Context: an optimization exercise on an open-source flow, tuned for small area and a short achievable clock period. The choices shown serve that exercise and are no tape-out recipe. Only simulation tests tie the RTL to the original design; equivalence was not proved. Power is estimated from default activity; no workload was simulated.

== violet ==
Design branch_predictor_gshare, start of the top module:
module branch_predictor_gshare #(
  parameter int PC_WIDTH       = 32,
  parameter int INSTR_ALIGN    = 2,
  parameter int PHT_INDEX_BITS = 8,
  parameter int BHR_WIDTH      = 8,
  parameter int CTR_WIDTH      = 2,
  parameter int BTB_INDEX_BITS = 4,
  parameter int MODE           = 1,
  parameter int STAT_WIDTH     = 16
) (
  input  logic                  clk,
  input  logic                  reset_n,
  input  logic                  lookup_valid,
  input  logic [PC_WIDTH-1:0]   lookup_pc,
  output logic                  pred_taken,
  output logic [PC_WIDTH-1:0]   pred_target,
  output logic                  pred_btb_hit,
  output logic [BHR_WIDTH-1:0]  pred_bhr,
  input  logic                  upd_valid,
  input  logic [PC_WIDTH-1:0]   upd_pc,
  input  logic                  upd_taken,
  input  logic [PC_WIDTH-1:0]   upd_target,
  input  logic [BHR_WIDTH-1:0]  upd_bhr,
  input  logic                  upd_mispredict,
  output logic [STAT_WIDTH-1:0] stat_lookups,
  output logic [STAT_WIDTH-1:0] stat_mispredicts
);
  localparam int PHT_DEPTH = 1 << PHT_INDEX_BITS;
  localparam int BTB_DEPTH = 1 << BTB_INDEX_BITS;
  localparam int TAG_WIDTH = PC_WIDTH - INSTR_ALIGN - BTB_INDEX_BITS;
  localparam logic [CTR_WIDTH-1:0] CTR_INIT = CTR_WIDTH'((1 << (CTR_WIDTH - 1)) - 1);
  ...
Size in the first run: ~180 I/O pins, ~61000 µm² of cells after synthesis.
Settings: LEC_CHECK=0, CAP_MARGIN=20, CORE_MARGIN=2, CORE_UTILIZATION=65, CTS_BUF_LIST=sky130_fd_sc_hd__clkbuf_16, CTS_CLUSTER_DIAMETER=60, CTS_CLUSTER_SIZE=25, PLACE_DENSITY=0.75, SETUP_SLACK_MARGIN=2.5, SLEW_MARGIN=20, TNS_END_PERCENT=5; clock period 7.0 ns.
standard.sh (not shown) runs the stock make flow with config.mk's settings and CLKGATE_MAP_FILE= SYNTH_SCRIPT=/design/flow/synth_recipe.tcl, a recipe that flattens the netlist after the stock synthesis.
==> flow/flow/run.sh <==
#!/bin/bash
set -euo pipefail
export CTS_ARGS="-sink_clustering_enable -repair_clock_nets -dont_use_dummy_load -sink_clustering_size 25 -sink_clustering_max_diameter 60 -buf_list sky130_fd_sc_hd__clkbuf_16"
export BUFFER_PORTS_ARGS="-buffer_cell sky130_fd_sc_hd__buf_2"
bash standard.sh finish > flow_make.log 2>&1
--- input diff violet..lagoon ---
Settings: a change of SETUP_SLACK_MARGIN from 2.5 to 1.5; a deleted TNS_END_PERCENT that had been 5.
==> flow/run.sh (new file) <==
#!/bin/bash
# synth_recipe.tcl (not shown) runs the flow's synth.tcl, then flattens the netlist and writes it again
# the make line also repeats each setting of config.mk as NAME=value (left out here)
make -C /OpenROAD-flow-scripts/flow DESIGN_CONFIG=/design/flow/config.mk WORK_HOME=/design/flow/orfs CLKGATE_MAP_FILE= SYNTH_SCRIPT=/design/flow/synth_recipe.tcl finish
removed: flow/flow/run.sh
removed: flow/standard.sh
==> comparison <==
lagoon: flow completed, timing, DRC and antenna clean
Looking at the reports, violet completed the entire flow and the layout it produced met the timing, design-rule and antenna checks.
Comparing lagoon and violet, wire length of the first global-routing pass is lower on violet.
The total instance count after detailed placement of lagoon exceeds that of violet by 139.
Per the comparison of lagoon with violet, met1 demand-to-capacity share in global routing went up 0.37 points, wire length went down 1500 µm, via count went up 162, cell area after layout went up about 3.3%.
Number of global-route vias before repair up 1172 in lagoon wrt violet
Against violet, lagoon reports a placement-stage cell area that is higher.
> inputs changed (lagoon -> willow)
Settings: changing SETUP_SLACK_MARGIN from 1.5 to 2.5; setting TNS_END_PERCENT to 5 for the first time.
==> run summary <==
- Part of the power in combinational logic: willow vs lagoon up 0.2 points
- Diff lagoon -> willow: non-clock buffering overhead in the final layout about even; sequential element share of the synthesized area shows no meaningful change; leakage power of the design increased 0.34%; worst setup slack now larger; post-route cell area went up by 290 µm².
- Diff lagoon -> willow | first-pass iteration count of the detailed router | increase of 2
Input changes introduced in yarrow (baseline for comparison: willow):
Settings: TNS_END_PERCENT removed (was 5); PLACE_DENSITY removed (was 0.75); CTS_CLUSTER_DIAMETER removed (was 60); CTS_CLUSTER_SIZE changed from 25 to 20; CORE_UTILIZATION changed from 65 to 40; CTS_BUF_LIST changed from sky130_fd_sc_hd__clkbuf_16 to sky130_fd_sc_hd__clkbuf_8.
[summary]
Against willow, yarrow comes in about 14% higher on non-clock buffer count. Relative to willow, met2 layer wire length in the routed design has increased by about 7% in yarrow. [compare] base=willow new=yarrow: utilization after layout dropped 27 points, net switching component of the power climbed 5.6%, die area climbed 62%.


Another version of the RTL of branch_predictor_gshare (not shown whole).
For scale: roughly 1500 flip-flops, roughly 180 I/O pins, about 60000 um2 of cells after synthesis.
clock: 7.0 ns
lec_check: 0
cap_margin: 20
core_margin: 2
core_utilization: 65
cts_buf_list: sky130_fd_sc_hd__clkbuf_16
cts_cluster_diameter: 60
cts_cluster_size: 25
place_density: 0.75
setup_slack_margin: 2.5
slew_margin: 20
tns_end_percent: 5
==> flow/flow/run.sh <==
#!/bin/bash
set -euo pipefail
export IO_CONSTRAINTS="$(pwd)/flow/io.tcl"
export CTS_ARGS="-sink_clustering_enable -repair_clock_nets -dont_use_dummy_load -sink_clustering_size 25 -sink_clustering_max_diameter 60 -buf_list sky130_fd_sc_hd__clkbuf_16"
export BUFFER_PORTS_ARGS="-buffer_cell sky130_fd_sc_hd__buf_2"
bash standard.sh finish > flow_make.log 2>&1
==> flow/flow/io.tcl <==
# Keep the combinational lookup path's ports together on one edge.
set lookup_pins {}
foreach p [get_ports {lookup_pc[*] pred_*}] {
  lappend lookup_pins [get_name $p]
}
set_io_pin_constraint -pin_names $lookup_pins -region left:*
==> next run, changes <==
==> flow/flow/run.sh (replaced) <==
#!/bin/bash
set -euo pipefail
export IO_CONSTRAINTS="$(pwd)/flow/io.tcl"
export CTS_ARGS="-sink_clustering_enable -repair_clock_nets -dont_use_dummy_load -sink_clustering_size 25 -sink_clustering_max_diameter 80 -buf_list sky130_fd_sc_hd__clkbuf_16"
export BUFFER_PORTS_ARGS="-buffer_cell sky130_fd_sc_hd__buf_2"
bash standard.sh finish > flow_make.log 2>&1
CTS_CLUSTER_DIAMETER = 80   (was 60)
Effect: Register-to-register slack is better by 0.05 ns. Utilization goes up by 0.40 points. Worst setup slack got worse by 0.011 ns.


The RTL this note starts from:
==> flow/design.v <==
module branch_predictor_gshare #(
  parameter int PC_WIDTH       = 32,
  parameter int INSTR_ALIGN    = 2,
  parameter int PHT_INDEX_BITS = 8,
  parameter int BHR_WIDTH      = 8,
  parameter int CTR_WIDTH      = 2,
  parameter int BTB_INDEX_BITS = 4,
  parameter int MODE           = 1,
  parameter int STAT_WIDTH     = 16
) (
  input  logic                  clk,
  input  logic                  reset_n,
  input  logic                  lookup_valid,
  input  logic [PC_WIDTH-1:0]   lookup_pc,
  output logic                  pred_taken,
  output logic [PC_WIDTH-1:0]   pred_target,
  output logic                  pred_btb_hit,
  output logic [BHR_WIDTH-1:0]  pred_bhr,
  input  logic                  upd_valid,
  input  logic [PC_WIDTH-1:0]   upd_pc,
  input  logic                  upd_taken,
  input  logic [PC_WIDTH-1:0]   upd_target,
  input  logic [BHR_WIDTH-1:0]  upd_bhr,
  input  logic                  upd_mispredict,
  output logic [STAT_WIDTH-1:0] stat_lookups,
  output logic [STAT_WIDTH-1:0] stat_mispredicts
);
  localparam int PHT_DEPTH = 1 << PHT_INDEX_BITS;
  localparam int BTB_DEPTH = 1 << BTB_INDEX_BITS;
  localparam int TAG_WIDTH = PC_WIDTH - INSTR_ALIGN - BTB_INDEX_BITS;
  localparam logic [CTR_WIDTH-1:0] CTR_INIT = CTR_WIDTH'((1 << (CTR_WIDTH - 1)) - 1);
  localparam logic [PC_WIDTH-1:0]  PC_STEP  = PC_WIDTH'(1) << INSTR_ALIGN;
  function automatic logic [PHT_INDEX_BITS-1:0] pht_index(
    input logic [PC_WIDTH-1:0]  pc,
    input logic [BHR_WIDTH-1:0] hist
  );
    logic [PHT_INDEX_BITS-1:0] hist_ext;
    hist_ext = '0;
    hist_ext[BHR_WIDTH-1:0] = hist;
    if (MODE == 0) pht_index = pc[INSTR_ALIGN +: PHT_INDEX_BITS];
    else           pht_index = pc[INSTR_ALIGN +: PHT_INDEX_BITS] ^ hist_ext;
  endfunction
  logic [PHT_DEPTH*CTR_WIDTH-1:0] pht_q;
  logic                           pht_clr_q;
  logic                           wb_v_q;
  logic [PHT_INDEX_BITS-1:0]      wb_idx_q;
  logic                           wb_t_q;
  logic [BTB_DEPTH-1:0]           btb_valid_q;
  logic [TAG_WIDTH-1:0]           btb_tag_q    [BTB_DEPTH];
  logic [PC_WIDTH-1:0]            btb_target_q [BTB_DEPTH];
  logic [BHR_WIDTH-1:0]           bhr_q;
  localparam int PHT_LO_BITS = PHT_INDEX_BITS / 2;
  localparam int PHT_HI_BITS = PHT_INDEX_BITS - PHT_LO_BITS;
  localparam int PHT_COLS    = 1 << PHT_LO_BITS;
  localparam int PHT_ROWS    = 1 << PHT_HI_BITS;
  logic [PHT_COLS-1:0] wr_col;
  logic [PHT_ROWS-1:0] wr_row;
  always_comb begin
    for (int c = 0; c < PHT_COLS; c++)
      wr_col[c] = pht_clr_q || (wb_idx_q[PHT_LO_BITS-1:0] == PHT_LO_BITS'(c));
    for (int r = 0; r < PHT_ROWS; r++)
      wr_row[r] = pht_clr_q || (wb_v_q && wb_idx_q[PHT_INDEX_BITS-1:PHT_LO_BITS] == PHT_HI_BITS'(r));
  end
  logic [CTR_WIDTH-1:0] wb_cur, wb_new;
  always_comb begin
    wb_cur = '0;
    for (int r = 0; r < PHT_ROWS; r++) begin
      logic [CTR_WIDTH-1:0] row_rd;
      row_rd = '0;
      for (int c = 0; c < PHT_COLS; c++)
        row_rd |= {CTR_WIDTH{wr_col[c]}} & pht_q[(r*PHT_COLS+c)*CTR_WIDTH +: CTR_WIDTH];
      wb_cur |= {CTR_WIDTH{wr_row[r]}} & row_rd;
    end
    if (wb_t_q) wb_new = (wb_cur == '1) ? wb_cur : wb_cur + CTR_WIDTH'(1);
    else        wb_new = (wb_cur == '0) ? wb_cur : wb_cur - CTR_WIDTH'(1);
  end
  always_ff @(posedge clk or negedge reset_n) begin
    if (!reset_n) pht_clr_q <= 1'b1;
    else          pht_clr_q <= 1'b0;
  end
  always_ff @(posedge clk or negedge reset_n) begin
    if (!reset_n) wb_v_q <= 1'b0;
    else          wb_v_q <= upd_valid;
  end
  always_ff @(posedge clk) begin
    wb_idx_q <= pht_index(upd_pc, upd_bhr);
    wb_t_q   <= upd_taken;
  end
  logic [CTR_WIDTH-1:0] wr_data;
  assign wr_data = pht_clr_q ? CTR_INIT : wb_new;
  for (genvar k = 0; k < PHT_DEPTH; k++) begin : g_pht
    always_ff @(posedge clk) begin
      if (wr_row[k / PHT_COLS] && wr_col[k % PHT_COLS])
        pht_q[k*CTR_WIDTH +: CTR_WIDTH] <= wr_data;
    end
  end
  logic [PHT_INDEX_BITS-1:0] lk_pht_idx;
  logic [PHT_COLS-1:0]       lk_col;
  logic [PHT_ROWS-1:0]       lk_row;
  logic [BTB_DEPTH-1:0]      lk_sel;
  logic [TAG_WIDTH-1:0]      lk_tag;
  localparam int BTB_LO_BITS = BTB_INDEX_BITS / 2;
  localparam int BTB_GSIZE   = 1 << BTB_LO_BITS;
  localparam int BTB_GROUPS  = BTB_DEPTH / BTB_GSIZE;
  logic [BTB_GSIZE-1:0]      lk_lo;
  logic [BTB_GROUPS-1:0]     lk_hi;
  logic [PC_WIDTH-1:0]       lk_tgt_rd;
  logic                      lk_hit;
  logic                      lk_byp;
  logic                      lk_dir;
  always_comb begin
    lk_pht_idx = pht_index(lookup_pc, bhr_q);
    lk_tag     = lookup_pc[PC_WIDTH-1 -: TAG_WIDTH];
    for (int c = 0; c < PHT_COLS; c++) lk_col[c] = lk_pht_idx[PHT_LO_BITS-1:0] == PHT_LO_BITS'(c);
    for (int r = 0; r < PHT_ROWS; r++) lk_row[r] = lk_pht_idx[PHT_INDEX_BITS-1:PHT_LO_BITS] == PHT_HI_BITS'(r);
    for (int i = 0; i < BTB_DEPTH; i++) lk_sel[i] = lookup_pc[INSTR_ALIGN +: BTB_INDEX_BITS] == BTB_INDEX_BITS'(i);
    for (int j = 0; j < BTB_GSIZE; j++) lk_lo[j] = lookup_pc[INSTR_ALIGN +: BTB_LO_BITS] == BTB_LO_BITS'(j);
    for (int g = 0; g < BTB_GROUPS; g++) lk_hi[g] = lookup_pc[INSTR_ALIGN+BTB_LO_BITS +: BTB_INDEX_BITS-BTB_LO_BITS] == (BTB_INDEX_BITS-BTB_LO_BITS)'(g);
    lk_byp = wb_v_q && (lookup_pc[INSTR_ALIGN +: PHT_INDEX_BITS] == pht_index(
               {{(PC_WIDTH-INSTR_ALIGN-PHT_INDEX_BITS){1'b0}}, wb_idx_q, {INSTR_ALIGN{1'b0}}},
               bhr_q));
    lk_dir = lk_byp & wb_new[CTR_WIDTH-1];
    for (int r = 0; r < PHT_ROWS; r++) begin
      logic row_rd;
      row_rd = 1'b0;
      for (int c = 0; c < PHT_COLS; c++)
        row_rd |= lk_col[c] & pht_q[(r*PHT_COLS+c)*CTR_WIDTH + CTR_WIDTH-1];
      lk_dir |= lk_row[r] & !lk_byp & row_rd;
    end
    lk_tgt_rd = '0;
    for (int i = 0; i < BTB_DEPTH; i++)
      lk_tgt_rd |= {PC_WIDTH{lk_sel[i]}} & btb_target_q[i];
    lk_hit = 1'b0;
    for (int g = 0; g < BTB_GROUPS; g++) begin
      logic [TAG_WIDTH-1:0] grp_tag;
      logic                 grp_vld;
      grp_tag = '0;
      grp_vld = 1'b0;
      for (int j = 0; j < BTB_GSIZE; j++) begin
        grp_tag |= {TAG_WIDTH{lk_lo[j]}} & btb_tag_q[g*BTB_GSIZE+j];
        grp_vld |= lk_lo[j] & btb_valid_q[g*BTB_GSIZE+j];
      end
      lk_hit |= lk_hi[g] & grp_vld & (grp_tag == lk_tag);
    end
    pred_btb_hit = lk_hit;
    pred_taken   = pred_btb_hit && lk_dir;
    pred_target  = pred_taken ? lk_tgt_rd : lookup_pc + PC_STEP;
    pred_bhr     = bhr_q;
  end
  logic [BTB_INDEX_BITS-1:0] up_btb_idx;
  logic [TAG_WIDTH-1:0]      up_tag;
  assign up_btb_idx = upd_pc[INSTR_ALIGN +: BTB_INDEX_BITS];
  assign up_tag     = upd_pc[PC_WIDTH-1 -: TAG_WIDTH];
  always_ff @(posedge clk or negedge reset_n) begin
    if (!reset_n) begin
      btb_valid_q <= '0;
      bhr_q       <= '0;
    end else if (upd_valid) begin
      if (upd_taken) btb_valid_q[up_btb_idx] <= 1'b1;
      bhr_q <= {bhr_q[BHR_WIDTH-2:0], upd_taken};
    end
  end
  always_ff @(posedge clk) begin
    if (upd_valid && upd_taken) begin
      btb_tag_q[up_btb_idx]    <= up_tag;
      btb_target_q[up_btb_idx] <= upd_target;
    end
  end
  always_ff @(posedge clk or negedge reset_n) begin
    if (!reset_n) begin
      stat_lookups     <= '0;
      stat_mispredicts <= '0;
    end else begin
      if (lookup_valid && (stat_lookups != '1))
        stat_lookups <= stat_lookups + STAT_WIDTH'(1);
      if (upd_valid && upd_mispredict && (stat_mispredicts != '1))
        stat_mispredicts <= stat_mispredicts + STAT_WIDTH'(1);
    end
  end
endmodule
export LEC_CHECK = 0
export CAP_MARGIN = 20
export CORE_MARGIN = 2
export CORE_UTILIZATION = 65
export CTS_BUF_LIST = sky130_fd_sc_hd__clkbuf_16
export CTS_CLUSTER_DIAMETER = 60
export CTS_CLUSTER_SIZE = 25
export PLACE_DENSITY = 0.75
export SETUP_SLACK_MARGIN = 4.0
export SLEW_MARGIN = 20
export TNS_END_PERCENT = 5
create_clock -name core_clock -period 7.0 [get_ports {clk}]
==> flow/flow/run.sh <==
#!/bin/bash
set -euo pipefail
export IO_CONSTRAINTS="$(pwd)/flow/io.tcl"
export CTS_ARGS="-sink_clustering_enable -repair_clock_nets -dont_use_dummy_load -sink_clustering_size 25 -sink_clustering_max_diameter 60 -buf_list sky130_fd_sc_hd__clkbuf_16"
export BUFFER_PORTS_ARGS="-buffer_cell sky130_fd_sc_hd__buf_2"
bash standard.sh finish > flow_make.log 2>&1
Scripts as last shown in full above: flow/flow/io.tcl
Rerun with:
Settings changed: CORE_UTILIZATION 65 to 72, PLACE_DENSITY 0.75 to 0.82, SETUP_SLACK_MARGIN 4.0 to 2.5.
=> Total power decreases by 1.4%; combinational power barely changes; cell area is lower by about 0.7%; sequential share of layout area increases by 0.47 points; count of clock-buffer cells in the layout decreases by 9; hold slack is about the same; routed wire length climbs by 2.1%; sequential power hardly moves; critical path depth is higher by 2.
Rerun with:
Settings changed: CORE_UTILIZATION 72 to 65, PLACE_DENSITY 0.82 to 0.75.
The new run completed without violations.
Synthesized cell count does not change.
Final cell count climbs by a few percent.
Sequential power barely changes.
Routed wire length falls by a few percent.
Sequential cell count stays the same.
Worst setup slack improves by 0.17 ns.
Rerun with:
==> flow/flow/run.sh (replaced) <==
#!/bin/bash
set -euo pipefail
export IO_CONSTRAINTS="$(pwd)/flow/io.tcl"
export CTS_ARGS="-sink_clustering_enable -repair_clock_nets -dont_use_dummy_load -sink_clustering_size 30 -sink_clustering_max_diameter 50 -buf_list sky130_fd_sc_hd__clkbuf_16"
export BUFFER_PORTS_ARGS="-buffer_cell sky130_fd_sc_hd__buf_2"
bash standard.sh finish > flow_make.log 2>&1
Settings changed: CTS_CLUSTER_DIAMETER 60 to 50, CTS_CLUSTER_SIZE 25 to 30.
What happened:
- design area increases by 1.1%
- via count went up by 1.8%
- worst setup slack degrades by 0.60 ns
- total power increases by 5.8%

==> static timing again, ports no longer ideal <==
Ports are ideal in the flow. The routed layouts listed here were re-timed in OpenROAD. Step 1, drivers: a clkbuf_16 drives clk and a buf_2 each remaining input, both assumed. Step 2 times the ports against the registers' clock, not the clock port: input delays grow and output delays shrink by t, the midpoint of the rising clock arrivals with the driver on. a / b / c = no drivers / after step 1 / after step 2; a / b = the first two.
| run | shift t [ns] | setup slack, ns | hold WS [ns] | worst setup path after step 2 | worst slew at a driven data input, ns |
|---|---|---|---|---|---|
| violet | 0.773 | 0.434 / 0.384 / 0.384 | 0.458 / 0.458 / 0.458 | input to output | 0.20 |
| lagoon | 0.784 | 0.210 / 0.144 / 0.144 | 0.463 / 0.463 / 0.463 | input to output | 0.17 |
| willow | 0.805 | 0.466 / 0.418 / 0.424 | 0.467 / 0.467 / 0.467 | input to output | 0.20 |
| yarrow | 1.057 | 0.376 / 0.306 / 0.339 | 0.460 / 0.460 / 0.460 | input to output | 0.15 |
| the first run of note 2 | 0.750 | 0.665 / 0.592 / 0.599 | 0.463 / 0.463 / 0.463 | input to output | 0.13 |
| the second run of note 2 | 0.731 | 0.654 / 0.578 / 0.591 | 0.468 / 0.468 / 0.468 | input to output | 0.15 |
| the first run of note 3 | 0.750 | 0.617 / 0.537 / 0.564 | 0.464 / 0.464 / 0.464 | input to output | 0.17 |
| the second run of note 3 | 0.746 | 0.457 / 0.397 / 0.397 | 0.466 / 0.466 / 0.466 | input to output | 0.20 |
| the third run of note 3 | 0.748 | 0.627 / 0.528 / 0.528 | 0.463 / 0.463 / 0.463 | input to output | 0.19 |
| the fourth run of note 3 | 0.814 | 0.026 / -0.052 / 0.495 | 0.455 / 0.455 / 0.455 | input to output | 0.18 |
After both steps setup and hold are still met in every run listed. The setup slack of the third run of note 3, which loses most, moves by -0.099 ns with the drivers and by -0.099 ns with both steps.
